This is an optimization exercise on Yosys and OpenROAD, whose aim is small area, a short achievable clock period and few clock cycles, not a production implementation.
Only simulation tests tie the RTL to the original design; equivalence was not proved.
No activity file was given, so power comes from the tool's default toggle rates.

## run 1
==> flow/design.v (excerpt) <==
module mips_mc_core_hs (
    input  logic        clk,
    input  logic        reset_n,
    output logic        mem_req,
    output logic        mem_we,
    output logic [15:0] mem_addr,
    output logic [31:0] mem_wdata,
    input  logic [31:0] mem_rdata,
    input  logic        mem_ready,
    output logic        retire,
    output logic        halted,
    output logic        error,
    output logic [1:0]  err_code,
    output logic [31:0] pc_dbg
);
Settings: LEC_CHECK=0, CAP_MARGIN=30, CORE_MARGIN=2, CORE_UTILIZATION=45, CTS_CLUSTER_DIAMETER=80, CTS_CLUSTER_SIZE=25, SETUP_SLACK_MARGIN=2.5, SLEW_MARGIN=30; clock period 6.0 ns.
standard.sh (not shown) runs the stock make flow with config.mk's settings and CLKGATE_MAP_FILE= SYNTH_SCRIPT=/design/flow/synth_recipe.tcl, a recipe that flattens the netlist after the stock synthesis.
==> flow/flow/run.sh <==
#!/bin/bash
# Layout flow: the standard ORFS flow (standard.sh, unchanged synthesis, floorplan, power
# grid, placement, CTS and routing) with two resizer settings changed:
#  - the port buffers that buffer_ports inserts are sky130_fd_sc_hd__buf_2 rather than the slow
#    delay buffer it picks by itself;
#  - timing repair may swap a cell for any cell of the same function (MATCH_CELL_FOOTPRINT=0),
#    not only for one of the same footprint.
# Runs in the standard flow's work folder; make's full output goes to standard_make.log there, and ORFS's
# per-step logs stay under orfs/logs/.
set -euo pipefail
bash standard.sh MATCH_CELL_FOOTPRINT=0 "BUFFER_PORTS_ARGS=-buffer_cell sky130_fd_sc_hd__buf_2" finish \
    > standard_make.log 2>&1
Run 1 went all the way through the flow, and no timing, DRC or antenna check failed.
Testbench counts of run 1, summed over its fixed seeds: cycles 64,085.
diff inputs: run 1 => run 2
- a change of CTS_CLUSTER_DIAMETER from 80 to 60
### Flow results
Run 2 closes out successfully: all stages finished, all timing, DRC and antenna checks passed.
Re non-filler instance count after layout: run 1 and run 2 aren't equal, and the higher value belongs to run 2.
In run 2, the latest clock arrival within the worst-skew pair came out 0.02 ns above the value in run 1.
On setup slack after layout, run 1 and run 2 are neck and neck.
Between run 2 and run 1, the final critical path time including I/O delays and setup does not differ in any meaningful way.
In run 2, count of clock-buffer cells in the layout is higher than in run 1.
In the reports for run 1 and run 2, the larger finished layout cell area belongs to run 2.
Relative to run 2, the following input files were edited for run 3:
- CTS_CLUSTER_DIAMETER now 80, was 60
- SLEW_MARGIN now 20, was 30
- CAP_MARGIN now 20, was 30
## What came out
- Run 2 | stages: all done | timing, DRC, antenna: all pass
- Run 3 completed; timing, DRC and antenna clean
- Compared with run 2, run 3 shows a higher initial antenna violation count.
- Taking run 2 as the reference, in run 3 worst path setup slack after routing picked up an extra 0.032 ns, wire length after detailed routing picked up an extra about 1.2%, sum of net half-perimeters after detailed placement neither gained nor lost much.
- Final cell area: run 3 below run 2
- In run 3, fraction of area in multi-input gates is higher than in run 2.
- Summary of run 3 over run 2: switching component of the power went down by 5.8%, first-pass GRT wire length went down by 3000 µm, critical path depth went up by 1.
- In run 3, the CTS buffer count came out 34 below the value in run 2.
- Run 3 -> run 2: die outline area delta 0, exact match

Setup of JK:
mips_mc_core_hs, a different RTL version from the one above (not shown whole).
Size: about 4900 cells after synthesis, about 1300 flip-flops, about 120 I/O pins, about 63000 um2 of cells after synthesis.
==> flow/config.mk <==
export PLATFORM = sky130hd
export DESIGN_NAME = mips_mc_core_hs
export DESIGN_NICKNAME = mips_mc_core_hs
export VERILOG_FILES = /design/flow/design.v
export SDC_FILE = /design/flow/constraint.sdc
export NUM_CORES = 4
export LEC_CHECK = 0
export CAP_MARGIN = 30
export CORE_MARGIN = 2
export CORE_UTILIZATION = 45
export CTS_CLUSTER_DIAMETER = 80
export CTS_CLUSTER_SIZE = 25
export SETUP_SLACK_MARGIN = 2.5
export SLEW_MARGIN = 30
==> flow/constraint.sdc <==
create_clock -name core_clock -period 6.0 [get_ports {clk}]
set_input_delay 1.2000 -clock core_clock [delete_from_list [all_inputs] [get_ports {clk}]]
set_output_delay 1.2000 -clock core_clock [all_outputs]
set_load 0.01 [all_outputs]
Scripts as last shown in full above: flow/flow/run.sh
Testbench counts of JK, summed over its fixed seeds: cycles 64,085.
## Diff of input files: MS against JK
Settings: a change of CORE_UTILIZATION from 45 to 55.
### Flow results
As far as post-synth design cell area goes, MS and JK are indistinguishable; the numbers are identical. Global-route usage, JK and MS: lower on JK. [MS] final area rose about 0.7% relative to JK. The final-layout worst hold slack in MS was lower than what JK gave. Looking at share of the final layout cell area in sequential cells, MS sits 0.37 points lower than JK does.

-- what the ideal ports hide --
The flow's constraints put no driver on any port. The routed layouts listed below were extracted and timed again, unchanged, in two steps. Step 1: set_driving_cell puts a clkbuf_16 on clk and a buf_2 on each other input, an assumption about the parent block. Step 2 moves the port delays by t, midway between the first and last clock arrival at a register: inputs arrive t later, outputs are due t later. That takes back most of the time a late clock gives input paths. Three values: ideal, step 1, step 2; two values: the first two.
run | t (ns) | setup slack, ns | latest minus earliest clock arrival (ns) | worst data-port slew with drivers (ns)
run 1 | 0.839 | 2.247 / 2.247 / 1.471 | 0.060 / 0.059 | 0.17
run 2 | 0.846 | 2.250 / 2.264 / 1.418 | 0.063 / 0.062 | 0.16
run 3 | 0.843 | 2.282 / 2.282 / 1.505 | 0.063 / 0.063 | 0.15
JK | 0.810 | 2.321 / 2.337 / 1.576 | 0.063 / 0.063 | 0.11
MS | 0.803 | 2.130 / 2.189 / 1.386 | 0.059 / 0.059 | 0.09
After both steps every run listed still meets setup and hold. For run 2, which loses most, drivers alone change the setup slack by +0.014 ns; drivers and shift together by -0.832 ns.
